From an optimization exercise on the open Yosys and OpenROAD flow, aimed at small area, a short achievable clock period and few clock cycles per item; shortcuts taken in it are not production practice. At most, simulation tests tie the RTL to the original design; equivalence was not proved. No functional check of the RTL was part of runs 2 and 6. In runs 2 to 6 the design's own scripts or RTL, not TritonCTS, make the clock network. No driver is modelled on the clock port, so clock power and skew are understated where the tree is cut down; a real chip needs a root buffer or a tree. Power and IR drop assume default switching activity.

==> design.v <==
package tlct_pkg;
   localparam logic [4:0] TOK_ASSIGN = 5'd15;
   localparam logic [4:0] TOK_EQUALS = 5'd16;
   localparam logic [4:0] TOK_SYMBOL = 5'd17;
   localparam logic [4:0] TOK_NUMBER = 5'd18;
   localparam logic [4:0] TOK_IF     = 5'd19;
   localparam logic [4:0] TOK_WHILE  = 5'd20;
   localparam logic [4:0] TOK_OUT    = 5'd21;
   localparam logic [4:0] TOK_END    = 5'd22;
   localparam logic [4:0] TOK_ERROR  = 5'd23;
   localparam logic [1:0] KIND_NONE   = 2'd0;
   localparam logic [1:0] KIND_ASSIGN = 2'd1;
   localparam logic [1:0] KIND_SYMBOL = 2'd2;
   localparam logic [1:0] KIND_NUMBER = 2'd3;
endpackage
import tlct_pkg::*;
module toy_language_char_tokenizer
(
   input  logic        clock,
   input  logic        reset,
   input  logic        req_valid,
   output logic        req_stall,
   input  logic [7:0]  req_char_in,
   input  logic        req_end_of_input,
   output logic        rsp_valid,
   input  logic        rsp_stall,
   output logic [4:0]  rsp_token_kind,
   output logic [4:0]  rsp_text_length,
   output logic [63:0] rsp_text_first,
   output logic [63:0] rsp_text_second,
   output logic        rsp_text_overflow,
   output logic        rsp_last_of_run
);
   typedef struct packed {
      logic       c_end;    
      logic       c_op;     
      logic       c_eq;     
      logic       c_let;    
      logic       c_dig;    
      logic       c_f;      
      logic       c_t;
      logic       c_e;
      logic [3:0] op_idx;
   } cls_t;
   function automatic cls_t classify(input logic [7:0] ch, input logic eoi);
      cls_t c;
      c        = '0;
      c.c_op   = 1'b1;
      case (ch)
         "+": c.op_idx = 4'd0;
         "-": c.op_idx = 4'd1;
         "*": c.op_idx = 4'd2;
         "/": c.op_idx = 4'd3;
         "%": c.op_idx = 4'd4;
         "<": c.op_idx = 4'd5;
         ">": c.op_idx = 4'd6;
         "!": c.op_idx = 4'd7;
         "&": c.op_idx = 4'd8;
         "|": c.op_idx = 4'd9;
         "(": c.op_idx = 4'd10;
         ")": c.op_idx = 4'd11;
         "{": c.op_idx = 4'd12;
         "}": c.op_idx = 4'd13;
         ";": c.op_idx = 4'd14;
         default: c.c_op = 1'b0;
      endcase
      c.c_end = eoi;
      c.c_op  = c.c_op & ~eoi;
      c.c_eq  = (ch == "=") & ~eoi;
      c.c_let = (((ch >= "a") && (ch <= "z")) || ((ch >= "A") && (ch <= "Z"))) & ~eoi;
      c.c_dig = (ch >= "0") && (ch <= "9") && !eoi;
      c.c_f   = (ch == "f") && !eoi;
      c.c_t   = (ch == "t") && !eoi;
      c.c_e   = (ch == "e") && !eoi;
      classify = c;
   endfunction
   logic       m_v, k_v;
   logic [7:0] m_ch, k_ch;
   logic       k_eoi;
   cls_t       m_c;
   logic [1:0] pk;
   logic [4:0] plen;
   logic       povf;
   logic [7:0] text_n [16];
   logic       kwp_if, kwp_out, kwp_while;    
   logic        o_v;
   logic [4:0]  o_kind, o_len;
   logic        o_ovf, o_last;
   logic [7:0]  o_b0;
   logic [15:1] o_hide;        
   logic [7:0] text [16];
   for (genvar j = 0; j < 16; j++) begin : g_text_val
      assign text[j] = ~text_n[j];
   end
   logic       is_none, is_asg, is_sym, is_num, ptext;
   logic       c_oth, kw;
   logic       flush, own_v, start, append;
   logic [4:0] own_kind;
   logic [1:0] pk_in;
   assign is_none = (pk == KIND_NONE);
   assign is_asg  = (pk == KIND_ASSIGN);
   assign is_sym  = (pk == KIND_SYMBOL);
   assign is_num  = (pk == KIND_NUMBER);
   assign ptext   = pk[1];
   assign c_oth   = ~(m_c.c_end | m_c.c_op | m_c.c_eq | m_c.c_let | m_c.c_dig);
   assign kw = is_sym & ((kwp_if & m_c.c_f) | (kwp_out & m_c.c_t) | (kwp_while & m_c.c_e));
   assign flush  = ~is_none & (m_c.c_end | m_c.c_op | (m_c.c_eq & ~is_asg)
                               | (m_c.c_let & ~is_sym) | (m_c.c_dig & is_asg));
   assign own_v  = m_c.c_end | m_c.c_op | (m_c.c_eq & is_asg) | (m_c.c_let & kw) | c_oth;
   assign start  = (m_c.c_let & ~is_sym) | (m_c.c_dig & ~ptext);
   assign append = (m_c.c_let & is_sym) | (m_c.c_dig & ptext);
   always_comb begin
      if (m_c.c_end) begin
         own_kind = TOK_END;
      end else if (m_c.c_op) begin
         own_kind = {1'b0, m_c.op_idx};
      end else if (m_c.c_eq) begin
         own_kind = TOK_EQUALS;
      end else if (m_c.c_let) begin
         own_kind = kwp_if ? TOK_IF : (kwp_out ? TOK_OUT : TOK_WHILE);
      end else begin
         own_kind = TOK_ERROR;
      end
   end
   always_comb begin
      pk_in = pk;
      if (m_c.c_end || m_c.c_op || (m_c.c_eq && is_asg) || kw) begin
         pk_in = KIND_NONE;
      end else if (m_c.c_eq) begin
         pk_in = KIND_ASSIGN;
      end else if (m_c.c_let) begin
         pk_in = KIND_SYMBOL;
      end else if (m_c.c_dig && !ptext) begin
         pk_in = KIND_NUMBER;
      end
   end
   logic stay, hz, tok, step, split, proc;
   assign stay  = o_v & rsp_stall;               
   assign hz    = stay & ~o_hide[1];             
   assign tok   = flush | own_v;
   assign split = flush & own_v;
   assign step = m_v & ~hz & ~(stay & tok);
   assign proc = step & ~split;
   logic m_free, acc;
   logic [7:0] in_ch;
   logic       in_eoi;
   assign m_free    = ~m_v | proc;
   assign in_ch     = k_v ? k_ch : req_char_in;
   assign in_eoi    = k_v ? k_eoi : req_end_of_input;
   assign acc       = req_valid & ~k_v;
   assign req_stall = k_v;
   always_ff @(posedge clock) begin
      if (reset) begin
         m_v <= 1'b0;
         k_v <= 1'b0;
      end else begin
         if (m_free) begin
            m_v <= k_v | acc;
            k_v <= 1'b0;
         end else if (acc) begin
            k_v <= 1'b1;
         end
      end
   end
   always_ff @(posedge clock) begin
      if (m_free) begin
         m_ch <= in_ch;
         m_c  <= classify(in_ch, in_eoi);
      end
      if (!m_free && !k_v) begin
         k_ch  <= req_char_in;
         k_eoi <= req_end_of_input;
      end
   end
   always_ff @(posedge clock) begin
      if (reset) begin
         pk <= KIND_NONE;
      end else if (step) begin
         pk <= split ? KIND_NONE : pk_in;
      end
   end
   always_ff @(posedge clock) begin
      if (proc) begin
         if (start) begin
            plen      <= 5'd1;
            povf      <= 1'b0;
            kwp_if    <= (m_ch == "i");
            kwp_out   <= 1'b0;
            kwp_while <= 1'b0;
         end else if (append) begin
            if (plen[4]) begin
               povf <= 1'b1;
            end else begin
               plen <= plen + 5'd1;
            end
            kwp_if    <= 1'b0;
            kwp_out   <= (plen == 5'd1) && (text[0] == "o") && (m_ch == "u");
            kwp_while <= (plen == 5'd3) && (text[0] == "w") && (text[1] == "h")
                         && (text[2] == "i") && (m_ch == "l");
         end
      end
   end
   always_ff @(posedge clock) begin
      if (m_v && start && (!is_num || !stay)) begin
         text_n[0] <= ~m_ch;
      end
   end
   for (genvar j = 1; j < 16; j++) begin : g_text
      always_ff @(posedge clock) begin
         if (m_v && append && !hz && plen == 5'(j)) begin
            text_n[j] <= ~m_ch;
         end
      end
   end
   logic [4:0]  t0_kind, t0_len;
   logic        t0_ovf;
   logic [7:0]  t0_b0, own_b0;
   logic [15:1] t0_hide;
   assign own_b0 = c_oth ? m_ch : 8'h00;
   always_comb begin
      t0_kind = own_kind;
      t0_len  = c_oth ? 5'd1 : 5'd0;
      t0_ovf  = 1'b0;
      t0_b0   = own_b0;
      t0_hide = '1;
      if (flush) begin
         t0_kind = is_asg ? TOK_ASSIGN : (is_sym ? TOK_SYMBOL : TOK_NUMBER);
         t0_len  = ptext ? plen : 5'd0;
         t0_ovf  = ptext & povf;
         t0_b0   = ptext ? text[0] : 8'h00;
         for (int j = 1; j < 16; j++) begin
            t0_hide[j] = !(ptext && (plen > 5'(j)));
         end
      end
   end
   always_ff @(posedge clock) begin
      if (reset) begin
         o_v <= 1'b0;
      end else if (!stay) begin
         o_v <= step & tok;
      end
   end
   always_ff @(posedge clock) begin
      if (!stay) begin
         o_kind <= t0_kind;
         o_len  <= t0_len;
         o_ovf  <= t0_ovf;
         o_last <= ~split;
         o_b0   <= t0_b0;
         o_hide <= t0_hide;
      end
   end
   assign rsp_valid         = o_v;
   assign rsp_token_kind    = o_kind;
   assign rsp_text_length   = o_len;
   assign rsp_text_overflow = o_ovf;
   assign rsp_last_of_run   = o_last;
   always_comb begin
      rsp_text_first[7:0] = o_b0;
      for (int j = 1; j < 8; j++) begin
         rsp_text_first[8*j +: 8] = ~(text_n[j] | {8{o_hide[j]}});
      end
      for (int j = 0; j < 8; j++) begin
         rsp_text_second[8*j +: 8] = ~(text_n[8+j] | {8{o_hide[8+j]}});
      end
   end
endmodule
==> flow/run.sh <==
#!/bin/bash
# The standard layout, with plain buffers (not delay cells) on the ports.
set -euo pipefail
bash standard.sh "BUFFER_PORTS_ARGS=-buffer_cell sky130_fd_sc_hd__buf_1" finish > standard_flow.log 2>&1
==> standard.sh <==
#!/bin/bash
# synth_recipe.tcl (not shown) runs the flow's synth.tcl, then flattens the netlist and writes it again
# the make line also repeats each setting of config.mk as NAME=value (left out here)
make -C /OpenROAD-flow-scripts/flow DESIGN_CONFIG=/design/flow/config.mk WORK_HOME=/design/flow/orfs CLKGATE_MAP_FILE= SYNTH_SCRIPT=/design/flow/synth_recipe.tcl "${@:-finish}"
==> config.mk <==
export PLATFORM = sky130hd
export DESIGN_NAME = toy_language_char_tokenizer
export DESIGN_NICKNAME = toy_language_char_tokenizer
export VERILOG_FILES = /design/flow/design.v
export SDC_FILE = /design/flow/constraint.sdc
export NUM_CORES = 4
export LEC_CHECK = 0
export ABC_CLOCK_PERIOD_IN_PS = 2200
export CAP_MARGIN = 20
export CORE_MARGIN = 2
export CORE_UTILIZATION = 50
export SETUP_SLACK_MARGIN = 2.8
export SLEW_MARGIN = 20
==> constraint.sdc <==
create_clock -name core_clock -period 5.5 [get_ports {clock}]
set_input_delay 1.1000 -clock core_clock [delete_from_list [all_inputs] [get_ports {clock}]]
set_output_delay 1.1000 -clock core_clock [all_outputs]
set_load 0.01 [all_outputs]
==> results of run 1 <==
[routing by layer]
metal | vias to the layer above | GRT usage
met5 | - | 0
met4 | 0 | 0.0786
met3 | 49 | 0.0280
met2 | 207 | 0.391
met1 | 2801 | 0.272
li1 | 2666 | -
[Yosys cell counts (2+ instances only)]
cell and instances:
a2111oi_0 4, a22oi_1 3, nor2b_1 6, nand2_1 37, nor4_1 6, nand4_1 2
xnor2_1 2, nor3_1 16, a311oi_1 3, or3_1 5, mux2_2 5, nand3b_1 3
ha_1 7, a21o_1 2, clkbuf_1 27, a211oi_1 4, a31oi_1 2, o31ai_1 2
o22a_1 4, o21a_1 3, o22ai_1 2, edfxtp_1 201, nor3_2 2, o21ai_0 26
nor4b_1 6, nand3_1 9, nand2b_1 7, a21oi_1 12, inv_1 26, a32oi_1 2
and3_1 10, o211ai_1 2, buf_2 4, a41oi_1 2, dfxtp_1 5, nor2_1 150
nor3b_1 4
[through the flow]
stage	setup slack [ns]	cells	utilization	power, mW	instance area (um^2)
floorplan	2.86	643	-	1.87	8540
global placement	2.25	985	0.561	1.93	9260
detailed placement	2.07	985	0.561	1.93	9260
CTS	2.76	1023	0.601	3.21	9930
global route	2.70	1026	0.605	3.29	9990
finish	2.82	1026	0.605	3.19	9990
[worst min-delay path by stage]
stage / start / endpoint / slack, ns / cells past startpoint
after floorplan: m_c[3]$_DFFE_PP_ / o_kind[3]$_DFFE_PN_ / 0.50 / 2
final: m_c[3]$_DFFE_PP_ / o_kind[3]$_DFFE_PN_ / 0.54 / 2
after global routing: m_c[3]$_DFFE_PP_ / o_kind[3]$_DFFE_PN_ / 0.56 / 2
after detailed placement: m_c[3]$_DFFE_PP_ / o_kind[3]$_DFFE_PN_ / 0.52 / 2
after global placement: pk[0]$_SDFFE_PP0P_ / pk[0]$_SDFFE_PP0P_ / 0.54 / 2
after CTS: m_c[3]$_DFFE_PP_ / o_kind[3]$_DFFE_PN_ / 0.54 / 2
[cell type report]
| class | instances | area share |
|---|---|---|
| clock buffer | 23 | 0.0533 |
| sequential | 206 | 0.614 |
| tap | 220 | 0.0275 |
| inverter | 26 | 0.00976 |
| clock inverter | 12 | 0.00826 |
| multi-input combinational | 381 | 0.225 |
| timing repair buffer | 158 | 0.0621 |
[registers in the layout, summed over array words and instances (netlist names), 2 cells and up]
name,flops
plen,5
o_b0,8
m_ch,8
k_ch,8
m_c,12
text_n,128
pk,2
o_hide,15
o_len,5
o_kind,5
[critical path, cell delays in order]
cell     delay (ns)
buf_1          0.15
nand2_8        0.26
o21ai_0        0.24
nor3_2         0.20
buf_4          0.15
nand3_1        0.14
nor3_2         0.52
[power groups by stage]
stage                     sequential, mW  clock, mW  combinational, mW
after floorplan                     1.80          0             0.0711
after global placement              1.81          0              0.123
after detailed placement            1.81          0              0.123
after global routing                1.78       1.37              0.139
final                               1.78       1.29              0.127
after CTS                           1.78       1.31              0.127
[kinds of logic after synthesis]
kind of cell | Yosys count | share of synthesized area
compound gates | 91 | 0.0752
simple gates | 273 | 0.150
buf+inv | 58 | 0.0273
mux | 6 | 0.00786
xor+xnor | 2 | 0.00208
flops | 206 | 0.727
fa+ha+maj | 7 | 0.0104
[cell usage in the layout, fill, tap and decap left out, types with 9 or more instances in the layout]
master	n
edfxtp_1	201
buf_1	154
nand2_1	35
nor2_1	144
a21oi_1	11
clkbuf_16	21
nand3_1	9
nor3_1	11
and3_1	10
o21ai_0	26
inv_1	26
[what timing repair did]
item | in CTS | in global routing
resized for setup | 6 | 9
buffers inserted | 1 | 3
pin swaps | 4 | 3
endpoints found under the setup margin | 87 | 129
gates cloned | 2 | 0
==> impl_metrics.env, run 1 <==
export IMPL_outcome="finished clean"
export IMPL_num_rows=47
export IMPL_ioPinCount=155
export IMPL_die_y_um=134
export IMPL_seq_area_frac_synth=0.727
export IMPL_cts_num_sinks=206
export IMPL_vias=5723
export IMPL_avgSynthCellArea_um2=13.1
export IMPL_fillCellCount=1337
export IMPL_n_antenna_cell=0
export IMPL_critPathCapture="text_n[6][2]$_DFFE_PP_"
export IMPL_yosysWarnings=3
export IMPL_synth_edf_count=201
export IMPL_finalWeightedCongestion=0.960
export IMPL_critical_path_class="primary input to flop"
export IMPL_clock_path_buffers=3
export IMPL_wl_um=19900
export IMPL_grt_usage=0.218
export IMPL_report_final_slew_viol_count=0
export IMPL_cts_root_buf="clkbuf_16"
export IMPL_grt_pass1_vias=5508
export IMPL_grt_pass1_wl_um=30200
export IMPL_peakVddDrop_mv=0.207
export IMPL_slew_headroom=0.429
export IMPL_critPathLaunchType="primary input"
export IMPL_tightest_slew_ns=0.856
export IMPL_antenna_found_initial=0
export IMPL_powerDensity_mw_per_mm2=319
export IMPL_wl_met1_um=8030
export IMPL_fin_crit_ns=2.68
export IMPL_fin_tns_setup_ns=0
export IMPL_drc_errors=0
export IMPL_hold_buffers=0
export IMPL_worstPathArrival_ns=2.79
export IMPL_fin_worst_skew_ns=0.0142
export IMPL_fp_dieW_um=134
export IMPL_multi_input_area_mm2=0.00224
export IMPL_clk_pin_slew_ns=0.06
export IMPL_rrSetupSlack_ns=2.92
export IMPL_route_met2_wl_um=10400
export IMPL_worstSetupEndpointType="flop"
export IMPL_place_hpwl_um=13700
export IMPL_setup_violations=0
export IMPL_ys_ff_latch=206
export IMPL_die_area_mm2=0.0179
export IMPL_startpoint="rsp_stall"
export IMPL_top_layer="met4"
export IMPL_cts_made_buffers=21
export IMPL_fmax_ghz=0.373
export IMPL_r2r_start="pk[1]$_SDFFE_PP0P_"
export IMPL_regArea_mm2=0.00614
export IMPL_htree_levels=1
export IMPL_post_route_period_util=0.487
export IMPL_drive_gt1_frac=0.0893
export IMPL_sequentialPowerShare=0.557
export IMPL_wl_met3_um=946
export IMPL_yosysTopAreaCell="edfxtp_1"
export IMPL_holdWs_ns=0.539
export IMPL_drtPass1Iterations=5
export IMPL_r2r_end="k_ch[6]$_DFFE_PP_"
export IMPL_yosysUniqueCellTypes=67
export IMPL_final_hold_viol_count=0
export IMPL_holdCritPathClass="flop to flop"
export IMPL_port_buffers=154
export IMPL_grt_max_degree=40
export IMPL_ys_flop_type="edfxtp_1"
export IMPL_antenna_left=0
export IMPL_crit_fanout=39
export IMPL_initial_core_util=0.511
export IMPL_worst_ep_required_time_ns=5.61
export IMPL_cellLeakagePower_nw=3.25
export IMPL_power_internal_mw=2.53
export IMPL_vias_per_cell=5.58
export IMPL_pwr_share_comb=0.040
export IMPL_coreArea_mm2=0.0165
export IMPL_netSwitchingFraction=0.208
export IMPL_cts_tree="built"
export IMPL_dr_first_iter_drc_count=416
export IMPL_synth_area_leaders="edfxtp_1 72%, nor2_1 6.7%, nand2_1 1.6%"
export IMPL_grt_ovfl_total=0
export IMPL_netlist_area_mm2=0.00844
export IMPL_routedWlPerCell_um=19.4
export IMPL_drv_cap=0
export IMPL_yosysTopAreaCellShare=0.715
export IMPL_rr_worst_depth=7
export IMPL_clkLatencyLatePin_ns=0.49
export IMPL_rsz0062_at_grt="yes"
export IMPL_power_switching_mw=0.662
export IMPL_areaGrowthSynthToFinish_pct=18.4
export IMPL_async_flop_share=0
export IMPL_syn_inst=643
export IMPL_clkPwrFrac=0.404
export IMPL_nets=814
Testbench counts, summed over its fixed seeds: cycles 25,216, items 24,000.
==> inputs of run 2 (changes only) <==
--- a/design.v
+++ b/design.v
@@ -88,6 +88,7 @@
    logic        o_ovf, o_last;
    logic [7:0]  o_b0;
    logic [15:1] o_hide;        
+   logic        o_txt;         
    logic [7:0] text [16];
    for (genvar j = 0; j < 16; j++) begin : g_text_val
       assign text[j] = ~text_n[j];
@@ -136,7 +137,7 @@
    end
    logic stay, hz, tok, step, split, proc;
    assign stay  = o_v & rsp_stall;               
-   assign hz    = stay & ~o_hide[1];             
+   assign hz    = rsp_stall & o_txt;             
    assign tok   = flush | own_v;
    assign split = flush & own_v;
    assign step = m_v & ~hz & ~(stay & tok);
@@ -148,7 +149,15 @@
    assign in_ch     = k_v ? k_ch : req_char_in;
    assign in_eoi    = k_v ? k_eoi : req_end_of_input;
    assign acc       = req_valid & ~k_v;
-   assign req_stall = k_v;
+   logic rs;
+   assign req_stall = rs;
+   always_ff @(posedge clock) begin
+      if (reset) begin
+         rs <= 1'b0;
+      end else begin
+         rs <= ~m_free & (rs | req_valid);
+      end
+   end
    always_ff @(posedge clock) begin
       if (reset) begin
          m_v <= 1'b0;
@@ -167,7 +176,7 @@
          m_ch <= in_ch;
          m_c  <= classify(in_ch, in_eoi);
       end
-      if (!m_free && !k_v) begin
+      if (!k_v) begin
          k_ch  <= req_char_in;
          k_eoi <= req_end_of_input;
       end
@@ -235,9 +244,11 @@
    end
    always_ff @(posedge clock) begin
       if (reset) begin
-         o_v <= 1'b0;
+         o_v   <= 1'b0;
+         o_txt <= 1'b0;
       end else if (!stay) begin
-         o_v <= step & tok;
+         o_v   <= step & tok;
+         o_txt <= step & tok & ~t0_hide[1];
       end
    end
    always_ff @(posedge clock) begin
==> flow/run.sh (replaced) <==
#!/bin/bash
# The standard layout with two changes: plain buffers (not delay cells) on the
# ports, and a two-level clock tree (one root buffer, ten leaf buffers, each
# driving a cluster of nearby flip-flops) in place of ORFS's clock tree, which
# has one level more. ORFS's own output is in standard_flow.log and orfs/logs.
set -euo pipefail
bash standard.sh \
  "BUFFER_PORTS_ARGS=-buffer_cell sky130_fd_sc_hd__buf_1" \
  "PRE_CTS_TCL=$PWD/flow/cts_hook.tcl" \
  finish > standard_flow.log 2>&1
==> flow/cts_hook.tcl (new file) <==
# A two-level clock tree: the clock port drives one root buffer, which drives
# one leaf buffer per cluster of nearby flip-flops.
proc my_manual_cts {args} {
  set db [ord::get_db]
  set block [ord::get_db_block]
  set nleaf 10
  set leafm [$db findMaster sky130_fd_sc_hd__clkbuf_16]
  set rootm [$db findMaster sky130_fd_sc_hd__clkbuf_16]
  set clk_port_net [[$block findBTerm clock] getNet]
  set sinks {}
  set xs {}
  set ys {}
  foreach it [$clk_port_net getITerms] {
    lappend sinks $it
    set bb [[$it getInst] getBBox]
    lappend xs [expr {([$bb xMin] + [$bb xMax]) / 2.0}]
    lappend ys [expr {([$bb yMin] + [$bb yMax]) / 2.0}]
  }
  set n [llength $sinks]
  # k-means on the sink positions, seeded along a space-filling order
  set order [lsort -integer -indices [lmap x $xs y $ys {expr {int($y / 20000) * 1000000 + (int($y / 20000) % 2 ? -int($x) : int($x))}}]]
  set cx {}; set cy {}
  for {set k 0} {$k < $nleaf} {incr k} {
    set i [lindex $order [expr {int(($k + 0.5) * $n / $nleaf)}]]
    lappend cx [lindex $xs $i]; lappend cy [lindex $ys $i]
  }
  set cap [expr {int(ceil(1.15 * $n / $nleaf))}]
  for {set iter 0} {$iter < 30} {incr iter} {
    # balanced assignment: each sink to the nearest centre with room, farthest sinks first
    set cnt [lrepeat $nleaf 0]
    set asg [lrepeat $n -1]
    set pairs {}
    for {set i 0} {$i < $n} {incr i} {
      set best 1e30
      for {set k 0} {$k < $nleaf} {incr k} {
        set d [expr {abs([lindex $xs $i] - [lindex $cx $k]) + abs([lindex $ys $i] - [lindex $cy $k])}]
        if {$d < $best} { set best $d }
      }
      lappend pairs [list $i $best]
    }
    foreach p [lsort -real -decreasing -index 1 $pairs] {
      set i [lindex $p 0]
      set best 1e30; set bk -1
      for {set k 0} {$k < $nleaf} {incr k} {
        if {[lindex $cnt $k] >= $cap} continue
        set d [expr {abs([lindex $xs $i] - [lindex $cx $k]) + abs([lindex $ys $i] - [lindex $cy $k])}]
        if {$d < $best} { set best $d; set bk $k }
      }
      lset asg $i $bk
      lset cnt $bk [expr {[lindex $cnt $bk] + 1}]
    }
    set sx [lrepeat $nleaf 0.0]; set sy [lrepeat $nleaf 0.0]
    for {set i 0} {$i < $n} {incr i} {
      set k [lindex $asg $i]
      lset sx $k [expr {[lindex $sx $k] + [lindex $xs $i]}]
      lset sy $k [expr {[lindex $sy $k] + [lindex $ys $i]}]
    }
    for {set k 0} {$k < $nleaf} {incr k} {
      if {[lindex $cnt $k] > 0} {
        lset cx $k [expr {[lindex $sx $k] / [lindex $cnt $k]}]
        lset cy $k [expr {[lindex $sy $k] / [lindex $cnt $k]}]
      }
    }
  }
  # the root sits at the centre of the leaves
  set rx 0.0; set ry 0.0
  for {set k 0} {$k < $nleaf} {incr k} { set rx [expr {$rx + [lindex $cx $k]}]; set ry [expr {$ry + [lindex $cy $k]}] }
  set rx [expr {int($rx / $nleaf)}]; set ry [expr {int($ry / $nleaf)}]
  set root [odb::dbInst_create $block $rootm clkbuf_root_clock]
  $root setLocation $rx $ry
  $root setPlacementStatus PLACED
  set rootnet [odb::dbNet_create $block clknet_root_clock]
  $rootnet setSigType CLOCK
  [$root findITerm A] connect $clk_port_net
  [$root findITerm X] connect $rootnet
  set leafnets {}
  for {set k 0} {$k < $nleaf} {incr k} {
    set leaf [odb::dbInst_create $block $leafm clkbuf_leaf_${k}_clock]
    $leaf setLocation [expr {int([lindex $cx $k])}] [expr {int([lindex $cy $k])}]
    $leaf setPlacementStatus PLACED
    set net [odb::dbNet_create $block clknet_leaf_${k}_clock]
    $net setSigType CLOCK
    [$leaf findITerm A] connect $rootnet
    [$leaf findITerm X] connect $net
    lappend leafnets $net
  }
  for {set i 0} {$i < $n} {incr i} {
    set it [lindex $sinks $i]
    $it disconnect
    $it connect [lindex $leafnets [lindex $asg $i]]
  }
  $clk_port_net setSigType CLOCK
  puts "my_manual_cts: $n sinks, $nleaf leaves of [$leafm getName], counts $cnt"
  set_propagated_clock [all_clocks]
}

# ORFS's cts.tcl calls clock_tree_synthesis right after this hook: build the
# two-level tree above in its place. Everything else in cts.tcl (placement
# legalisation, timing repair) runs as usual.
rename clock_tree_synthesis my_orfs_clock_tree_synthesis
proc clock_tree_synthesis {args} {
  my_manual_cts
}
--- a/config.mk
+++ b/config.mk
@@ -9,5 +9,5 @@
 export CAP_MARGIN = 20
 export CORE_MARGIN = 2
 export CORE_UTILIZATION = 50
-export SETUP_SLACK_MARGIN = 2.8
+export SETUP_SLACK_MARGIN = 3.1
 export SLEW_MARGIN = 20
==> run 2 against run 1 <==
Sequential power rose by 4%. Final area hardly changed. Total power decreased by 7.9%. Critical path depth is 5 lower. Utilization shrank 0.24 points. Clock skew increased by 0.0097 ns. Sequential share of layout area decreased by 0.48 points. Critical path type is now flop to primary output. Synthesized cell count rose by 2.2%. Hold slack got worse by 0.020 ns.
==> impl_metrics.env, run 2 <==
export IMPL_r2r_start="plen[0]$_SDFFCE_PN1P_"
export IMPL_worstSetupEndpointType="primary output"
export IMPL_avgSynthCellArea_um2=12.9
export IMPL_cp_cell_sequence="nor2_2 -> buf_2"
export IMPL_nets=838
export IMPL_syn_inst=657
export IMPL_worstPathArrival_ns=1.29
export IMPL_vias=5797
export IMPL_dr_first_iter_drc_count=414
export IMPL_r2r_end="kwp_while$_SDFFCE_PN0P_"
export IMPL_grt_max_degree=33
export IMPL_yosysTopAreaCell="edfxtp_1"
export IMPL_powerDensity_mw_per_mm2=294
export IMPL_worstHoldStart="rs$_SDFF_PP0_"
export IMPL_drc_errors=0
export IMPL_critPathLaunchType="flop"
export IMPL_largest_register_ffs=128
export IMPL_holdCritPathClass="flop to flop"
export IMPL_peakVddDrop_mv=0.159
export IMPL_finalWeightedCongestion=0.912
export IMPL_synth_area_leaders="edfxtp_1 68%, nor2_1 6.6%, dfxtp_1 3.8%"
export IMPL_antenna_left=0
export IMPL_fillCellCount=1349
export IMPL_setup_violations=0
export IMPL_final_core_util=0.602
export IMPL_grt_usage=0.222
export IMPL_fin_worst_skew_ns=0.0239
export IMPL_rrSetupSlack_ns=3.14
export IMPL_rr_worst_depth=5
export IMPL_fp_dieW_um=134
export IMPL_tightest_slew_ns=0.808
export IMPL_ys_flop_type="edfxtp_1"
export IMPL_clkLatencyLatePin_ns=0.41
export IMPL_reg_top3="text_n (128), o_hide (15), m_c (12)"
export IMPL_slowest_delay_ns=0.55
export IMPL_areaGrowthSynthToFinish_pct=17.4
export IMPL_num_rows=47
export IMPL_grt_pass1_wl_um=31300
export IMPL_drive_gt1_frac=0.194
export IMPL_critical_path_class="flop to primary output"
export IMPL_yosysWarnings=3
export IMPL_seq_area_frac_synth=0.716
export IMPL_port_buffers=154
export IMPL_die_area_mm2=0.0181
export IMPL_grt_ovfl_total=0
export IMPL_worst_ep_required_time_ns=4.40
export IMPL_holdPathEnd="rs$_SDFF_PP0_"
export IMPL_yosysTopAreaCellShare=0.678
export IMPL_yosysUniqueCellTypes=67
export IMPL_crit_fanout=8
export IMPL_report_final_slew_viol_count=0
export IMPL_wl_um=21100
export IMPL_ys_ff_latch=208
export IMPL_n_antenna_cell=0
export IMPL_routedWlPerCell_um=20.4
export IMPL_drtPass1Iterations=6
export IMPL_slew_headroom=0.461
export IMPL_vias_per_cell=5.60
export IMPL_drv_cap=0
export IMPL_top_register="text_n"
export IMPL_outcome="finished clean"
export IMPL_fmax_ghz=0.419
export IMPL_hold_path_cell_count=2
export IMPL_synth_common_cells="192 x edfxtp_1, 150 x nor2_1, 43 x nand2_1, 27 x clkbuf_1, 25 x o21ai_0"
export IMPL_cellLeakagePower_nw=3.51
export IMPL_fin_tns_setup_ns=0
export IMPL_coreArea_mm2=0.0166
export IMPL_synth_edf_count=192
export IMPL_rsz0062_at_grt="yes"
export IMPL_fin_crit_ns=2.39
export IMPL_async_flop_share=0
export IMPL_cpMaxStageDelayCell="edfxtp_1"
export IMPL_netlist_area_mm2=0.00851
export IMPL_ioPinCount=155
export IMPL_die_y_um=134
export IMPL_synth_most_common_cell="edfxtp_1"
export IMPL_post_route_period_util=0.434
export IMPL_clk_pin_slew_ns=0.07
export IMPL_initial_core_util=0.513
export IMPL_place_hpwl_um=14000
export IMPL_final_hold_viol_count=0
export IMPL_antenna_found_initial=0
export IMPL_grt_pass1_vias=5424
export IMPL_mostFrequentLayoutCells="192 x edfxtp_1, 130 x nor2_1, 91 x buf_1, 43 x nand2_1, 37 x clkbuf_2"
export IMPL_mostFrequentLayoutCell="edfxtp_1"
run 2: cell count changes after synthesis, moves of 5 or more:
| cell | change |
|---|---|
| nand2_1 | +6 |
| nand2b_1 | -5 |
| edfxtp_1 | -9 |
| and2_1 | +6 |
| dfxtp_1 | +11 |
run 2: worst max-delay path, delay by kind of cell, from the launching register on:
kind	cells	cell delay, ns
flip-flops	1	0.55
AND/OR/NAND/NOR	1	0.19
buffers and inverters	1	0.16
run 2: worst max path at each step:
stage                                from                 endpoint  depth (start not counted)
global placement                rsp_stall        m_ch[2]$_DFFE_PP_                          5
floorplan                       rsp_stall         m_c[0]$_DFFE_PP_                          4
finish                o_hide[1]$_DFFE_PN_        rsp_text_first[8]                          2
global route        plen[0]$_SDFFCE_PN1P_  kwp_while$_SDFFCE_PN0P_                          5
CTS                             rsp_stall   o_len[3]$_SDFFCE_PN0N_                          3
detailed placement              rsp_stall        m_ch[1]$_DFFE_PP_                          5
run 2: kinds of logic (layout without fill, tap and decap cells):
logic type / count (synthesis) / count (layout) / synth area share
AOI/OAI and AO/OA: 98 / 99 / 0.0821
xor gates and xnor gates: 2 / 2 / 0.00206
adders and majority gates: 9 / 9 / 0.0131
buffers and inverters: 58 / 215 / 0.0290
DFF: 208 / 208 / 0.716
muxes: 8 / 8 / 0.0104
and+or+nand+nor: 274 / 274 / 0.148
run 2: routing by layer:
layer,track usage,wire [um],vias up
met2,0.408,11000,218
met1,0.284,8270,2827
li1,-,-,2714
met3,0.0193,1120,38
met4,0.0602,653,0
met5,0,0,-
run 2: power breakdown:
part           switching (mW)  internal [mW]  total [mW]
logic                   0.202         0.0846       0.287
registers              0.0432           1.80        1.85
clock network           0.448          0.357       0.805
total                   0.694           2.25        2.94
run 2: what timing repair did:
| item | 4_1_cts | 5_1_grt |
|---|---|---|
| pin swaps | 7 | 51 |
| setup buffers | 7 | 14 |
| hold buffers | 0 | 0 |
| cloned | 2 | 1 |
| gates resized for setup | 10 | 113 |
| setup endpoints to repair | 161 | 167 |
run 2: final cells by class:
type / instances / area (um^2) / share of cell area
plain buffers: 11 / 275 / 0.0276
multi-input cells: 392 / 2380 / 0.238
flip-flops and latches: 208 / 6090 / 0.610
inverters: 24 / 93.8 / 0.00939
well taps: 220 / 275 / 0.0276
repair inverters: 2 / 12.5 / 0.00125
repair buffers: 178 / 862 / 0.0863
run 2: metrics by stage:
step           total power [mW]  hold slack, ns  instance area (um^2)  instances  setup slack [ns]
2_1_floorplan              2.03           0.445                  8580        657              2.69
3_3_place_gp               2.14           0.460                  9300       1000              2.19
3_5_place_dp               2.14           0.472                  9300       1000              2.14
4_1_cts                    2.93           0.518                  9710       1020              3.08
5_1_grt                    3.03           0.561                  9990       1035              3.01
6_report                   2.94           0.520                  9990       1035              3.11
==> inputs of run 3 (changes only) <==
--- a/design.v
+++ b/design.v
@@ -40,30 +40,32 @@
       logic       c_f;      
       logic       c_t;
       logic       c_e;
-      logic [3:0] op_idx;
    } cls_t;
+   function automatic logic [3:0] op_index(input logic [7:0] ch);
+      case (ch)
+         "-": op_index = 4'd1;
+         "*": op_index = 4'd2;
+         "/": op_index = 4'd3;
+         "%": op_index = 4'd4;
+         "<": op_index = 4'd5;
+         ">": op_index = 4'd6;
+         "!": op_index = 4'd7;
+         "&": op_index = 4'd8;
+         "|": op_index = 4'd9;
+         "(": op_index = 4'd10;
+         ")": op_index = 4'd11;
+         "{": op_index = 4'd12;
+         "}": op_index = 4'd13;
+         ";": op_index = 4'd14;
+         default: op_index = 4'd0;
+      endcase
+   endfunction
    function automatic cls_t classify(input logic [7:0] ch, input logic eoi);
       cls_t c;
       c        = '0;
-      c.c_op   = 1'b1;
-      case (ch)
-         "+": c.op_idx = 4'd0;
-         "-": c.op_idx = 4'd1;
-         "*": c.op_idx = 4'd2;
-         "/": c.op_idx = 4'd3;
-         "%": c.op_idx = 4'd4;
-         "<": c.op_idx = 4'd5;
-         ">": c.op_idx = 4'd6;
-         "!": c.op_idx = 4'd7;
-         "&": c.op_idx = 4'd8;
-         "|": c.op_idx = 4'd9;
-         "(": c.op_idx = 4'd10;
-         ")": c.op_idx = 4'd11;
-         "{": c.op_idx = 4'd12;
-         "}": c.op_idx = 4'd13;
-         ";": c.op_idx = 4'd14;
-         default: c.c_op = 1'b0;
-      endcase
+      c.c_op   = (ch == "+") || (ch == "-") || (ch == "*") || (ch == "/") || (ch == "%")
+                 || (ch == "<") || (ch == ">") || (ch == "!") || (ch == "&") || (ch == "|")
+                 || (ch == "(") || (ch == ")") || (ch == "{") || (ch == "}") || (ch == ";");
       c.c_end = eoi;
       c.c_op  = c.c_op & ~eoi;
       c.c_eq  = (ch == "=") & ~eoi;
@@ -81,7 +83,7 @@
    logic [1:0] pk;
    logic [4:0] plen;
    logic       povf;
-   logic [7:0] text_n [16];
+   logic [6:0] text_n [16];
    logic       kwp_if, kwp_out, kwp_while;    
    logic        o_v;
    logic [4:0]  o_kind, o_len;
@@ -91,7 +93,7 @@
    logic        o_txt;         
    logic [7:0] text [16];
    for (genvar j = 0; j < 16; j++) begin : g_text_val
-      assign text[j] = ~text_n[j];
+      assign text[j] = {1'b0, ~text_n[j]};
    end
    logic       is_none, is_asg, is_sym, is_num, ptext;
    logic       c_oth, kw;
@@ -114,7 +116,7 @@
       if (m_c.c_end) begin
          own_kind = TOK_END;
       end else if (m_c.c_op) begin
-         own_kind = {1'b0, m_c.op_idx};
+         own_kind = {1'b0, op_index(m_ch)};
       end else if (m_c.c_eq) begin
          own_kind = TOK_EQUALS;
       end else if (m_c.c_let) begin
@@ -211,13 +213,13 @@
    end
    always_ff @(posedge clock) begin
       if (m_v && start && (!is_num || !stay)) begin
-         text_n[0] <= ~m_ch;
+         text_n[0] <= ~m_ch[6:0];
       end
    end
    for (genvar j = 1; j < 16; j++) begin : g_text
       always_ff @(posedge clock) begin
          if (m_v && append && !hz && plen == 5'(j)) begin
-            text_n[j] <= ~m_ch;
+            text_n[j] <= ~m_ch[6:0];
          end
       end
    end
@@ -269,10 +271,10 @@
    always_comb begin
       rsp_text_first[7:0] = o_b0;
       for (int j = 1; j < 8; j++) begin
-         rsp_text_first[8*j +: 8] = ~(text_n[j] | {8{o_hide[j]}});
+         rsp_text_first[8*j +: 8] = {1'b0, ~(text_n[j] | {7{o_hide[j]}})};
       end
       for (int j = 0; j < 8; j++) begin
-         rsp_text_second[8*j +: 8] = ~(text_n[8+j] | {8{o_hide[8+j]}});
+         rsp_text_second[8*j +: 8] = {1'b0, ~(text_n[8+j] | {7{o_hide[8+j]}})};
       end
    end
 endmodule
--- a/config.mk
+++ b/config.mk
@@ -9,5 +9,5 @@
 export CAP_MARGIN = 20
 export CORE_MARGIN = 2
 export CORE_UTILIZATION = 50
-export SETUP_SLACK_MARGIN = 3.1
+export SETUP_SLACK_MARGIN = 3.4
 export SLEW_MARGIN = 20
==> run 3 against run 2 <==
Area after synthesis decreased by 10%. Critical path type unchanged. Final cell count is 7.6% lower. Synthesized cell count is 8.1% lower. Clock power shrank 5.8%. Worst setup slack improved by 0.031 ns. Fmax rose by 1.3%. Flip-flop and latch count down 20.
==> impl_metrics.env, run 3 <==
export IMPL_outcome="finished clean"
export IMPL_clk_pin_slew_ns=0.08
export IMPL_setup_ws_ns=3.14
export IMPL_antenna_found_initial=0
export IMPL_n_antenna_cell=0
export IMPL_die_y_um=128
export IMPL_report_final_slew_viol_count=0
export IMPL_drtPass1Iterations=5
export IMPL_final_hold_viol_count=0
export IMPL_synth_area_leaders="edfxtp_1 67%, nor2_1 7.1%, dfxtp_1 4.2%"
export IMPL_holdCritPathClass="flop to flop"
export IMPL_fin_tns_setup_ns=0
export IMPL_grt_pass1_wl_um=26400
export IMPL_worstSetupEndpointType="primary output"
export IMPL_slowest_delay_ns=0.54
export IMPL_grt_pass1_vias=4883
export IMPL_drv_cap=0
export IMPL_place_hpwl_um=11800
export IMPL_mostFrequentLayoutCells="172 x edfxtp_1, 117 x nor2_1, 103 x buf_2, 38 x nand2_1, 33 x buf_1"
export IMPL_cp_num_buf_inv=1
export IMPL_nets=791
export IMPL_async_flop_share=0
export IMPL_die_area_mm2=0.0163
export IMPL_largest_register_ffs=112
export IMPL_areaGrowthSynthToFinish_pct=21.5
export IMPL_synth_most_common_cell="edfxtp_1"
export IMPL_yosysUniqueCellTypes=59
export IMPL_port_buffers=139
export IMPL_rr_worst_depth=6
export IMPL_crit_fanout=7
export IMPL_dpl_worst_slack_ns=2.55
export IMPL_synth_common_cells="172 x edfxtp_1, 145 x nor2_1, 39 x nand2_1, 28 x o21ai_0, 23 x inv_1"
export IMPL_fin_crit_ns=2.36
export IMPL_final_core_util=0.617
export IMPL_r2r_end="plen[3]$_SDFFCE_PN0P_"
export IMPL_ys_flop_type="edfxtp_1"
export IMPL_num_rows=45
export IMPL_ioPinCount=155
export IMPL_ys_ff_latch=188
export IMPL_tightest_slew_ns=0.838
export IMPL_yosysTopAreaCell="edfxtp_1"
export IMPL_fillCellCount=1185
export IMPL_wl_um=17900
export IMPL_top_register="text_n"
export IMPL_r2r_start="kwp_if$_SDFFCE_PP0P_"
export IMPL_cp_depth=2
export IMPL_fin_worst_skew_ns=0.0157
export IMPL_setup_violations=0
export IMPL_grt_max_degree=23
export IMPL_fp_dieW_um=128
export IMPL_peakVddDrop_mv=0.180
export IMPL_clkLatencyLatePin_ns=0.40
export IMPL_powerDensity_mw_per_mm2=295
export IMPL_finalWeightedCongestion=0.913
export IMPL_cp_top_family="flip-flops"
export IMPL_hold_path_cell_count=2
export IMPL_cp_cell_sequence="nor2_2 -> buf_2"
export IMPL_cpMaxStageDelayCell="edfxtp_1"
export IMPL_finalPower_mw=2.75
export IMPL_holdPathEnd="rs$_SDFF_PP0_"
export IMPL_yosysWarnings=3
export IMPL_grt_ovfl_total=0
export IMPL_mostFrequentLayoutCell="edfxtp_1"
export IMPL_fin_area_mm2=0.00931
export IMPL_drive_gt1_frac=0.290
export IMPL_vias=5310
export IMPL_netlist_area_mm2=0.00766
export IMPL_fmax_ghz=0.424
export IMPL_critPathLaunchType="flop"
export IMPL_vias_per_cell=5.55
export IMPL_initial_core_util=0.508
export IMPL_routedWlPerCell_um=18.7
export IMPL_post_route_period_util=0.429
export IMPL_antenna_left=0
export IMPL_rsz0062_at_grt="yes"
export IMPL_critical_path_class="flop to primary output"
export IMPL_seq_area_frac_synth=0.716
export IMPL_place_area_mm2=0.00842
export IMPL_coreArea_mm2=0.0151
export IMPL_reg_top3="text_n (112), o_hide (15)"
export IMPL_slew_headroom=0.441
export IMPL_worstHoldStart="rs$_SDFF_PP0_"
export IMPL_synth_edf_count=172
export IMPL_yosysTopAreaCellShare=0.674
export IMPL_grt_usage=0.208
export IMPL_hold_buffers=0
export IMPL_worst_ep_required_time_ns=4.40
export IMPL_rrSetupSlack_ns=3.21
export IMPL_syn_inst=604
export IMPL_dr_first_iter_drc_count=434
export IMPL_worstPathArrival_ns=1.26
export IMPL_drc_errors=0
export IMPL_cellLeakagePower_nw=3.54
export IMPL_avgSynthCellArea_um2=12.7
## run 3: cell count changes in the layout (fill, tap and decap cells not counted), moves of 9 or more
cell      change
buf_2        +77
buf_1        -58
clkbuf_2     -34
edfxtp_1     -20
conb_1       +15
nor2_1       -13
inv_1         -9
nor2_4        +9
## run 3: tightest hold or removal path: stages, from the launching register on
cell and delay, ns:
dfxtp_1 0.31, nor2_1 0.08, nor3_1 0.05
## run 3: how the worst max path moves through the flow
stage	to	start
2_1_floorplan	plen[0]$_SDFFCE_PN1P_	rsp_stall
3_3_place_gp	text_n[15][2]$_DFFE_PP_	rsp_stall
3_5_place_dp	text_n[15][1]$_DFFE_PP_	rsp_stall
4_1_cts	rsp_text_first[18]	o_hide[2]$_SDFFCE_PN1N_
5_1_grt	rsp_text_second[48]	o_hide[14]$_SDFFCE_PN1N_
6_report	rsp_text_second[50]	o_hide[14]$_SDFFCE_PN1N_
## run 3: layout make-up
type	count	area, um^2	area share
Sequential cell	188	5490	0.590
Multi-Input combinational cell	377	2310	0.248
Timing Repair Buffer	168	885	0.0950
Buffer	11	275	0.0296
Tap cell	188	235	0.0253
Inverter	23	106	0.0114
Timing Repair inverter	1	7.51	0.000806
## run 3: metrics by stage
| stage | instances | hold slack (ns) |
|---|---|---|
| after floorplan | 618 | 0.440 |
| after global placement | 915 | 0.463 |
| after detailed placement | 915 | 0.469 |
| after CTS | 946 | 0.482 |
| after global routing | 956 | 0.536 |
| final | 956 | 0.482 |
## run 3: power by group
group / switching, mW / internal [mW]
clock network: 0.403 / 0.355
logic: 0.201 / 0.103
registers: 0.0533 / 1.63
total: 0.657 / 2.09
## run 3: what timing repair did
action	in CTS	in global routing
gates resized for setup	144	29
cloned	1	0
setup buffers	19	10
endpoints found under the setup margin	310	202
pin swaps	105	9
## run 3: cell families after synthesis
family / Yosys count / synth area share
AOI/OAI and AO/OA: 78 / 0.0657
xor gates and xnor gates: 3 / 0.00343
adders and majority gates: 9 / 0.0145
buffers and inverters: 53 / 0.0337
DFF: 188 / 0.716
muxes: 9 / 0.0119
other: 1 / 0.000490
and+or+nand+nor: 263 / 0.154
## run 3: per-layer routing
layer,wire (um),up-vias,track usage,part of all wire
met5,0,-,0,0
met4,489,0,0.0537,0.027
met3,860,24,0.0184,0.048
met2,9270,193,0.379,0.52
met1,7290,2610,0.269,0.41
li1,-,2483,-,-
Testbench counts of run 3, summed over its fixed seeds: cycles 25,216, items 24,000.
==> inputs of run 4 (changes only) <==
--- a/config.mk
+++ b/config.mk
@@ -8,6 +8,6 @@
 export ABC_CLOCK_PERIOD_IN_PS = 2200
 export CAP_MARGIN = 20
 export CORE_MARGIN = 2
-export CORE_UTILIZATION = 50
-export SETUP_SLACK_MARGIN = 3.4
+export CORE_UTILIZATION = 65
+export SETUP_SLACK_MARGIN = 3.1
 export SLEW_MARGIN = 20
==> run 4 against run 3 <==
Still clean. Area after synthesis unchanged. Worst setup slack worse by 0.0041 ns. Final cell count down 7.0%. Synthesized cell count unchanged. Critical path type unchanged. Largest cell class unchanged. Highest routed layer unchanged.
==> impl_metrics.env, run 4 <==
export IMPL_outcome="finished clean"
export IMPL_die_area_mm2=0.0127
export IMPL_yosysTopAreaCell="edfxtp_1"
export IMPL_yosysUniqueCellTypes=59
export IMPL_fmax_ghz=0.423
export IMPL_clk_pin_slew_ns=0.07
export IMPL_report_final_slew_viol_count=0
export IMPL_fin_crit_ns=2.36
export IMPL_final_core_util=0.763
export IMPL_grt_pass1_wl_um=27000
export IMPL_cp_cell_sequence="nor2_2 -> buf_1"
export IMPL_fin_worst_skew_ns=0.0140
export IMPL_finalNonFillerCells=889
export IMPL_ys_ff_latch=188
export IMPL_worstHoldStart="rs$_SDFF_PP0_"
export IMPL_crit_fanout=7
export IMPL_fin_tns_setup_ns=0
export IMPL_final_hold_viol_count=0
export IMPL_place_hpwl_um=11800
export IMPL_r2r_start="pk[1]$_SDFFE_PP0P_"
export IMPL_worst_ep_required_time_ns=4.40
export IMPL_top_register="text_n"
export IMPL_sequentialPowerShare=0.621
export IMPL_async_flop_share=0
export IMPL_largest_register_ffs=112
export IMPL_antenna_left=0
export IMPL_power_internal_mw=2.07
export IMPL_dr_first_iter_drc_count=572
export IMPL_rrSetupSlack_ns=3.17
export IMPL_avgSynthCellArea_um2=12.7
export IMPL_holdPathEnd="rs$_SDFF_PP0_"
export IMPL_clkPwrFrac=0.281
export IMPL_critical_path_class="flop to primary output"
export IMPL_drive_gt1_frac=0.0777
export IMPL_antenna_found_initial=0
export IMPL_reg_top3="text_n (112), o_hide (15)"
export IMPL_hold_buffers=0
export IMPL_grt_max_degree=38
export IMPL_coreArea_mm2=0.0115
export IMPL_routedWlPerCell_um=19.9
export IMPL_hold_path_cell_count=2
export IMPL_num_rows=39
export IMPL_drtPass1Iterations=7
export IMPL_rr_worst_depth=7
export IMPL_seq_area_frac_synth=0.716
export IMPL_power_switching_mw=0.648
export IMPL_yosysWarnings=3
export IMPL_slowest_delay_ns=0.54
export IMPL_setup_violations=0
export IMPL_cp_num_buf_inv=1
export IMPL_n_antenna_cell=0
export IMPL_port_buffers=139
export IMPL_holdCritPathClass="flop to flop"
export IMPL_placed_cells=871
export IMPL_rsz0062_at_grt="yes"
export IMPL_initial_core_util=0.668
export IMPL_post_route_period_util=0.429
export IMPL_mostFrequentLayoutCell="edfxtp_1"
export IMPL_netSwitchingFraction=0.238
export IMPL_netlist_area_mm2=0.00766
export IMPL_slew_headroom=0.476
export IMPL_finalWeightedCongestion=0.921
export IMPL_grt_ovfl_total=0
export IMPL_synth_most_common_cell="edfxtp_1"
export IMPL_vias=5284
export IMPL_clkLatencyLatePin_ns=0.39
export IMPL_yosysTopAreaCellShare=0.674
export IMPL_cp_top_family="flip-flops"
export IMPL_fp_dieW_um=113
export IMPL_worstPathArrival_ns=1.26
export IMPL_drc_errors=0
export IMPL_grt_pass1_vias=5055
export IMPL_tightest_slew_ns=0.785
export IMPL_ioPinCount=155
export IMPL_syn_inst=604
export IMPL_worstSetupEndpointType="primary output"
export IMPL_cellLeakagePower_nw=2.93
export IMPL_pwr_share_comb=0.097
export IMPL_synth_common_cells="172 x edfxtp_1, 145 x nor2_1, 39 x nand2_1, 28 x o21ai_0, 23 x inv_1"
export IMPL_peakVddDrop_mv=0.343
export IMPL_vias_per_cell=5.94
export IMPL_cpMaxStageDelayCell="edfxtp_1"
export IMPL_die_y_um=113
export IMPL_ys_flop_type="edfxtp_1"
export IMPL_r2r_end="plen[0]$_SDFFCE_PN1P_"
export IMPL_powerDensity_mw_per_mm2=311
export IMPL_mostFrequentLayoutCells="172 x edfxtp_1, 134 x buf_1, 131 x nor2_1, 39 x nand2_1, 28 x o21ai_0"
export IMPL_synth_edf_count=172
export IMPL_synth_area_leaders="edfxtp_1 67%, nor2_1 7.1%, dfxtp_1 4.2%"
export IMPL_wl_um=17700
export IMPL_critPathLaunchType="flop"
export IMPL_drv_cap=0
export IMPL_nets=769
export IMPL_areaGrowthSynthToFinish_pct=14.3
export IMPL_grt_usage=0.270
==> run 4: cell counts after synthesis <==
Identical to the previous run, type by type.
==> run 4: power groups by stage <==
| stage | sequential, mW | clock (mW) | combinational (mW) |
|---|---|---|---|
| 5_1_grt | 1.70 | 0.820 | 0.290 |
| 2_1_floorplan | 1.70 | 0 | 0.158 |
| 4_1_cts | 1.69 | 0.775 | 0.252 |
| 6_report | 1.69 | 0.764 | 0.265 |
| 3_5_place_dp | 1.72 | 0 | 0.234 |
| 3_3_place_gp | 1.71 | 0 | 0.234 |
==> run 4: through the flow <==
stage / worst slack (ns) / hold slack (ns) / total power, mW / area, um^2
2_1_floorplan: 3.01 / 0.440 / 1.86 / 7740
5_1_grt: 3.06 / 0.534 / 2.81 / 8750
6_report: 3.14 / 0.496 / 2.72 / 8750
3_3_place_gp: 2.66 / 0.475 / 1.95 / 8280
4_1_cts: 3.10 / 0.480 / 2.71 / 8660
3_5_place_dp: 2.61 / 0.470 / 1.95 / 8280
==> run 4: how the worst max path moves through the flow <==
stage | cells after the start | to | start | slack (ns)
after floorplan | 3 | m_c[0]$_DFFE_PP_ | rsp_stall | 3.01
after global placement | 5 | text_n[9][1]$_DFFE_PP_ | rsp_stall | 2.66
after detailed placement | 6 | m_ch[7]$_DFFE_PP_ | pk[1]$_SDFFE_PP0P_ | 2.61
after CTS | 7 | plen[2]$_SDFFCE_PN0P_ | pk[1]$_SDFFE_PP0P_ | 3.10
after global routing | 6 | plen[3]$_SDFFCE_PN0P_ | kwp_if$_SDFFCE_PP0P_ | 3.06
final | 2 | rsp_text_first[8] | o_hide[1]$_DFFE_PN_ | 3.14
==> run 4: cells by family (layout without fill, tap and decap cells) <==
logic type	after synthesis	after routing	synth area share
AO/OA/AOI/OAI	78	78	0.0657
XOR/XNOR	3	3	0.00343
adder cells (fa/ha/maj)	9	9	0.0145
buffers and inverters	53	181	0.0337
flip-flops	188	188	0.716
multiplexers	9	9	0.0119
other	1	15	0.000490
AND/OR/NAND/NOR	263	263	0.154
==> run 4: area by class of cell <==
class	count	area, um^2
flip-flops and latches	188	5490
fillers	694	2720
inverters	23	86.3
well taps	143	179
plain buffers	11	275
multi-input cells	377	2110
repair buffers	147	606
==> run 4: routing by layer <==
layer | track usage | up-vias | wire length, um
met4 | 0.0691 | 0 | 452
met2 | 0.477 | 258 | 8870
met1 | 0.364 | 2562 | 7160
met5 | 0 | - | 0
met3 | 0.0286 | 40 | 1200
li1 | - | 2424 | -
==> run 4: worst reg2reg max path, stage by stage, from the launching register on <==
cell      delay [ns]
dfxtp_4         0.40
inv_2           0.08
ha_4            0.19
a211oi_4        0.27
o311ai_4        0.15
maj3_2          0.36
or3_4           0.37
a21oi_4         0.20
==> run 4: timing repair <==
item,in CTS,in global routing
resized for setup,12,19
buffers inserted,3,4
pin swaps,2,3
setup endpoints to repair,109,118
hold endpoints to repair,0,0
==> inputs of run 5 (changes only) <==
--- a/config.mk
+++ b/config.mk
@@ -8,6 +8,6 @@
 export ABC_CLOCK_PERIOD_IN_PS = 2200
 export CAP_MARGIN = 20
 export CORE_MARGIN = 2
-export CORE_UTILIZATION = 65
+export CORE_UTILIZATION = 50
 export SETUP_SLACK_MARGIN = 3.1
 export SLEW_MARGIN = 20
==> run 5 against run 4 <==
Via count down 2.0%. Final cell count is 5.7% higher. Clock power is 0.7% lower. Sequential share of layout area shrank 0.45 points. Final area up 0.74%. Critical path depth unchanged. Largest power group unchanged. Worst setup slack worse by 0.026 ns. Still clean. Flip-flop and latch count did not move. Utilization decreased by 18 points.
==> impl_metrics.env, run 5 <==
export IMPL_outcome="finished clean"
export IMPL_dr_first_iter_drc_count=385
export IMPL_peakVddDrop_mv=0.233
export IMPL_avgSynthCellArea_um2=12.7
export IMPL_synth_edf_count=172
export IMPL_yosysTopAreaCell="edfxtp_1"
export IMPL_r2r_start="pk[1]$_SDFFE_PP0P_"
export IMPL_drv_cap=0
export IMPL_yosysWarnings=3
export IMPL_critPathLaunchType="flop"
export IMPL_grt_max_degree=30
export IMPL_cpMaxStageDelayCell="edfxtp_1"
export IMPL_die_area_mm2=0.0163
export IMPL_final_hold_viol_count=0
export IMPL_critical_path_class="flop to primary output"
export IMPL_yosysUniqueCellTypes=59
export IMPL_nets=775
export IMPL_ioPinCount=155
export IMPL_cp_cell_sequence="nor2_1 -> buf_1"
export IMPL_drive_gt1_frac=0.0984
export IMPL_holdCritPathClass="flop to flop"
export IMPL_clkLatencyLatePin_ns=0.39
export IMPL_synth_area_leaders="edfxtp_1 67%, nor2_1 7.1%, dfxtp_1 4.2%"
export IMPL_setup_violations=0
export IMPL_drc_errors=0
export IMPL_vias=5179
export IMPL_fmax_ghz=0.419
export IMPL_worstPathArrival_ns=1.29
export IMPL_mostFrequentLayoutCell="edfxtp_1"
export IMPL_place_hpwl_um=11800
export IMPL_mostFrequentLayoutCells="172 x edfxtp_1, 129 x nor2_1, 129 x buf_1, 39 x nand2_1, 28 x o21ai_0"
export IMPL_rr_worst_depth=8
export IMPL_tightest_slew_ns=0.847
export IMPL_grt_pass1_vias=4768
export IMPL_yosysTopAreaCellShare=0.674
export IMPL_antenna_left=0
export IMPL_die_y_um=128
export IMPL_powerDensity_mw_per_mm2=307
export IMPL_synth_most_common_cell="edfxtp_1"
export IMPL_synth_common_cells="172 x edfxtp_1, 145 x nor2_1, 39 x nand2_1, 28 x o21ai_0, 23 x inv_1"
export IMPL_wl_um=17400
export IMPL_fin_tns_setup_ns=0
export IMPL_cellLeakagePower_nw=2.96
export IMPL_startpoint="o_hide[2]$_SDFFCE_PN1N_"
export IMPL_seq_area_frac_synth=0.716
export IMPL_fp_dieW_um=128
export IMPL_grt_usage=0.204
export IMPL_largest_register_ffs=112
export IMPL_fin_crit_ns=2.39
export IMPL_coreArea_mm2=0.0151
export IMPL_grt_pass1_wl_um=26300
export IMPL_fin_worst_skew_ns=0.0175
export IMPL_grt_ovfl_total=0
export IMPL_ys_ff_latch=188
export IMPL_async_flop_share=0
export IMPL_r2r_end="plen[3]$_SDFFCE_PN0P_"
export IMPL_ys_flop_type="edfxtp_1"
export IMPL_netlist_area_mm2=0.00766
export IMPL_syn_inst=604
export IMPL_worst_ep_required_time_ns=4.40
export IMPL_slowest_delay_ns=0.51
export IMPL_top_register="text_n"
export IMPL_slew_headroom=0.435
export IMPL_antenna_found_initial=0
export IMPL_num_rows=45
export IMPL_n_antenna_cell=0
export IMPL_clk_pin_slew_ns=0.08
export IMPL_post_route_period_util=0.434
export IMPL_crit_fanout=7
export IMPL_report_final_slew_viol_count=0
export IMPL_worstSetupEndpointType="primary output"
export IMPL_drtPass1Iterations=5
export IMPL_critPathCapture="rsp_text_first[20]"
export IMPL_initial_core_util=0.508
export IMPL_port_buffers=139
export IMPL_rsz0062_at_grt="yes"
export IMPL_vias_per_cell=5.51
export IMPL_finalPower_mw=2.71
export IMPL_reg_top3="text_n (112), o_hide (15)"
export IMPL_areaGrowthSynthToFinish_pct=15.1
export IMPL_routedWlPerCell_um=18.5
export IMPL_hold_path_cell_count=2
export IMPL_finalWeightedCongestion=0.921
export IMPL_worstHoldStart="rs$_SDFF_PP0_"
export IMPL_rrSetupSlack_ns=3.14
-- run 5: where the power goes --
part / total (mW) / switching (mW) / internal, mW
Sequential: 1.68 / 0.0505 / 1.63
Clock: 0.759 / 0.404 / 0.355
Combinational: 0.265 / 0.181 / 0.0838
-- run 5: worst min-delay path by stage --
stage / endpoint / slack (ns)
after floorplan: o_txt$_SDFFE_PP0N_ / 0.44
after global placement: rs$_SDFF_PP0_ / 0.47
after detailed placement: rs$_SDFF_PP0_ / 0.47
after CTS: rs$_SDFF_PP0_ / 0.48
after global routing: rs$_SDFF_PP0_ / 0.50
final: rs$_SDFF_PP0_ / 0.47
-- run 5: critical path, delay by kind of cell, from the launching register on --
family / cells / cell delay [ns]
and+or+nand+nor: 1 / 0.21
buffers and inverters: 1 / 0.17
DFF: 1 / 0.51
-- run 5: kinds of logic (layout without fill, tap and decap cells) --
family	Yosys count	after routing	synth area share
xor+xnor	3	3	0.00343
flops	188	188	0.716
fa+ha+maj	9	9	0.0145
simple gates	263	263	0.154
other cells	1	15	0.000490
buf+inv	53	187	0.0337
compound gates	78	78	0.0657
mux	9	9	0.0119
-- run 5: what timing repair did --
action,4_1_cts,5_1_grt
resized for setup,9,26
setup buffers,4,8
hold buffers,0,0
endpoints found under the hold margin,0,0
setup endpoints to repair,97,120
pin swaps,1,5
-- run 5: per-stage QoR --
step,util,cells,hold WS [ns],cell area (um^2),setup slack (ns)
3_5_place_dp,0.553,917,0.469,8340,2.61
2_1_floorplan,-,618,0.440,7740,3.01
6_report,0.584,940,0.473,8820,3.11
4_1_cts,0.577,932,0.480,8700,3.10
5_1_grt,0.584,940,0.504,8820,3.05
3_3_place_gp,0.553,917,0.465,8340,2.61
-- run 5: area by class of cell --
class,instances,area (um^2)
plain buffers,11,275
fillers,1255,6270
inverters,23,86.3
multi-input cells,377,2080
flip-flops and latches,188,5490
well taps,188,235
repair buffers,153,652
-- run 5: layer usage --
layer,vias to the layer above,routed length [um],track usage
met2,241,8170,0.346
li1,2442,-,-
met1,2475,7640,0.299
met3,21,1350,0.0213
met5,-,0,0
met4,0,235,0.0246
==> inputs of run 6 (changes only) <==
--- a/design.v
+++ b/design.v
@@ -260,7 +260,11 @@
          o_ovf  <= t0_ovf;
          o_last <= ~split;
          o_b0   <= t0_b0;
-         o_hide <= t0_hide;
+      end
+   end
+   always_ff @(posedge clock) begin
+      for (int j = 1; j < 16; j++) begin
+         o_hide[j] <= stay ? !(o_len > 5'(j)) : t0_hide[j];
       end
    end
    assign rsp_valid         = o_v;
==> run 6 against run 5 <==
Hold slack improved by 0.014 ns. Fmax is 1.2% higher. Final area up 0.53%. Flip-flop and latch count unchanged. Clock skew about the same. First-iteration DRC count grew 16%. Total power rose by 0.26%. Global-route usage increased by 0.53 points. Synthesized cell count rose by 5.5%. Critical path depth grew 5. Largest power group unchanged.
==> impl_metrics.env, run 6 <==
export IMPL_outcome="finished clean"
export IMPL_synth_adder_area_share=0.0144
export IMPL_hold_path_cell_count=2
export IMPL_drv_cap=0
export IMPL_holdPathEnd="rs$_SDFF_PP0_"
export IMPL_post_route_period_util=0.429
export IMPL_worstPathArrival_ns=2.46
export IMPL_fin_area_mm2=0.00886
export IMPL_r2r_start="pk[1]$_SDFFE_PP0P_"
export IMPL_grt_max_degree=33
export IMPL_yosysWarnings=3
export IMPL_reg_top3="text_n (112), o_hide (15)"
export IMPL_peakVddDrop_mv=0.191
export IMPL_synth_compound_area_frac=0.0780
export IMPL_setup_violations=0
export IMPL_initial_core_util=0.510
export IMPL_final_hold_viol_count=0
export IMPL_synth_area_leaders="edfxtp_1 61%, dfxtp_1 8.0%, nor2_1 7.0%"
export IMPL_finalWeightedCongestion=0.877
export IMPL_fin_tns_setup_ns=0
export IMPL_synth_top_family_by_area="simple AND/OR/NAND/NOR gates"
export IMPL_dr_first_iter_drc_count=445
export IMPL_critical_path_class="flop to flop"
export IMPL_slew_headroom=0.466
export IMPL_worstSetupEndpointType="flop"
export IMPL_avgSynthCellArea_um2=12.2
export IMPL_grt_pass1_vias=4897
export IMPL_cp_cell_sequence="inv_1 -> ha_2 -> mux2i_4 -> a31oi_1 -> maj3_2 -> nand2b_4 -> a21oi_4"
export IMPL_n_antenna_cell=0
export IMPL_seq_area_frac_synth=0.688
export IMPL_place_area_mm2=0.00843
export IMPL_top_register="text_n"
export IMPL_wl_um=18600
export IMPL_drive_gt1_frac=0.0759
export IMPL_netlist_area_mm2=0.00775
export IMPL_fin_crit_ns=2.36
export IMPL_fillCellCount=1294
export IMPL_port_buffers=139
export IMPL_yosysTopAreaCell="edfxtp_1"
export IMPL_yosysUniqueCellTypes=62
export IMPL_rsz0062_at_grt="yes"
export IMPL_coreArea_mm2=0.0152
export IMPL_synth_common_cells="157 x edfxtp_1, 144 x nor2_1, 42 x nand2_1, 31 x dfxtp_1, 29 x o21ai_0"
export IMPL_ioPinCount=155
export IMPL_fin_worst_skew_ns=0.0172
export IMPL_ys_ff_latch=188
export IMPL_cellLeakagePower_nw=2.93
export IMPL_grt_ovfl_total=0
export IMPL_worstHoldStart="rs$_SDFF_PP0_"
export IMPL_drtPass1Iterations=5
export IMPL_report_final_slew_viol_count=0
export IMPL_clk_pin_slew_ns=0.08
export IMPL_cp_num_buf_inv=1
export IMPL_worst_ep_required_time_ns=5.60
export IMPL_mostFrequentLayoutCells="157 x edfxtp_1, 139 x buf_1, 138 x nor2_1, 40 x nand2_1"
export IMPL_crit_fanout=11
export IMPL_slowest_delay_ns=0.38
export IMPL_grt_usage=0.210
export IMPL_mostFrequentLayoutCell="edfxtp_1"
export IMPL_die_area_mm2=0.0165
export IMPL_r2r_end="plen[0]$_SDFFCE_PN1P_"
export IMPL_dpl_worst_slack_ns=2.40
export IMPL_nets=800
export IMPL_final_core_util=0.583
export IMPL_fmax_ghz=0.424
export IMPL_synthXorXnorAreaFrac=0.00226
export IMPL_synth_edf_count=157
export IMPL_largest_register_ffs=112
export IMPL_vias_per_cell=5.59
export IMPL_num_rows=45
export IMPL_synthMuxAreaShare=0.0184
export IMPL_fp_dieW_um=129
export IMPL_areaGrowthSynthToFinish_pct=14.4
export IMPL_tightest_slew_ns=0.799
export IMPL_setup_ws_ns=3.14
export IMPL_synth_most_common_cell="edfxtp_1"
export IMPL_cpMaxStageDelayCell="dfxtp_2"
export IMPL_antenna_found_initial=0
export IMPL_grt_pass1_wl_um=27200
export IMPL_holdWs_ns=0.488
export IMPL_rr_worst_depth=7
export IMPL_drc_errors=0
export IMPL_clkLatencyLatePin_ns=0.40
export IMPL_place_hpwl_um=12500
export IMPL_critPathLaunchType="flop"
export IMPL_holdCritPathClass="flop to flop"
export IMPL_antenna_left=0
export IMPL_async_flop_share=0
export IMPL_yosysTopAreaCellShare=0.608
export IMPL_ys_flop_type="edfxtp_1"
export IMPL_hold_buffers=0
export IMPL_routedWlPerCell_um=19.3
export IMPL_syn_inst=637
export IMPL_synthSimpleGateAreaFrac=0.162
export IMPL_die_y_um=129
export IMPL_vias=5397
export IMPL_powerDensity_mw_per_mm2=306
export IMPL_cp_top_family="adder cells"
export IMPL_rrSetupSlack_ns=3.14
-- run 6: timing repair --
item / 4_1_cts / 5_1_grt
buffers inserted: 4 / 3
pin swaps: 2 / 1
resized for setup: 10 / 9
gates cloned: 0 / 3
setup endpoints to repair: 81 / 36
-- run 6: worst max-delay path by stage --
stage               slack, ns                      end          startpoint  cells after the start
floorplan                3.06  text_n[10][0]$_DFFE_PP_           rsp_stall                      5
global placement         2.46  text_n[10][0]$_DFFE_PP_           rsp_stall                      6
detailed placement       2.40   text_n[9][1]$_DFFE_PP_           rsp_stall                      6
CTS                      3.14      o_kind[2]$_DFFE_PN_   m_ch[0]$_DFFE_PP_                      5
global route             3.06   text_n[4][1]$_DFFE_PP_           rsp_stall                      6
finish                   3.14    plen[0]$_SDFFCE_PN1P_  pk[1]$_SDFFE_PP0P_                      7
-- run 6: logic make-up (layout without fill, tap and decap cells) --
group,Yosys count,count (layout)
DFF,188,188
and+or+nand+nor,274,274
other,1,15
muxes,12,12
xor gates and xnor gates,2,2
AOI/OAI and AO/OA,94,95
buffers and inverters,57,182
adders and majority gates,9,9
-- run 6: layer usage --
layer | global-route usage | vias to the layer above | wire, um
li1 | - | 2545 | -
met4 | 0.0595 | 0 | 566
met1 | 0.289 | 2588 | 8140
met5 | 0 | - | 0
met3 | 0.0229 | 37 | 1150
met2 | 0.358 | 227 | 8760
-- run 6: metrics by stage --
stage	power (mW)	instances
final	2.71	965
after global routing	2.81	965
after CTS	2.72	959
after detailed placement	1.96	944
after global placement	1.96	944
after floorplan	1.86	651
-- run 6: final cells by class --
type,count,area (um^2),area share
sequential,188,5340,0.602
multi-input combinational,407,2310,0.261
timing repair buffer,148,602,0.0679
buffer,11,275,0.0311
tap,188,235,0.0265
inverter,21,90.1,0.0102
timing repair inverter,2,10.0,0.00113
-- run 6: tightest hold or removal path, delay by kind of cell, from the launching register on --
family           cells  cell delay, ns
flip-flops           1            0.31
AND/OR/NAND/NOR      2            0.14
-- run 6: power by group --
part	leakage, nW	switching (mW)	internal [mW]
clock	0.136	0.411	0.355
combinational	1.05	0.191	0.0821
sequential	1.74	0.0624	1.61
total	2.93	0.664	2.05

## separate check: timing with driven ports
The flow's constraints put no driver on any port. The routed layouts listed below were extracted and timed again, unchanged, in two steps. Step 1 sets driving cells, clkbuf_16 on the clock port and buf_2 on the other inputs (assumed; they add their load-dependent delay and slew). Step 2 times the ports against the registers' clock, not the clock port: input delays grow and output delays shrink by t, the midpoint of the rising clock arrivals with the driver on. Three values: ideal, step 1, step 2; two values: the first two.
run	t, ns	setup slack, ns
run 1	0.524	2.820 / 2.840 / 2.317
run 2	0.436	3.112 / 3.070 / 2.712
run 3	0.432	3.143 / 3.102 / 2.850
run 4	0.426	3.138 / 3.097 / 2.770
run 5	0.429	3.112 / 3.070 / 2.751
run 6	0.435	3.140 / 3.140 / 2.740
After both steps every run listed still meets setup and hold.
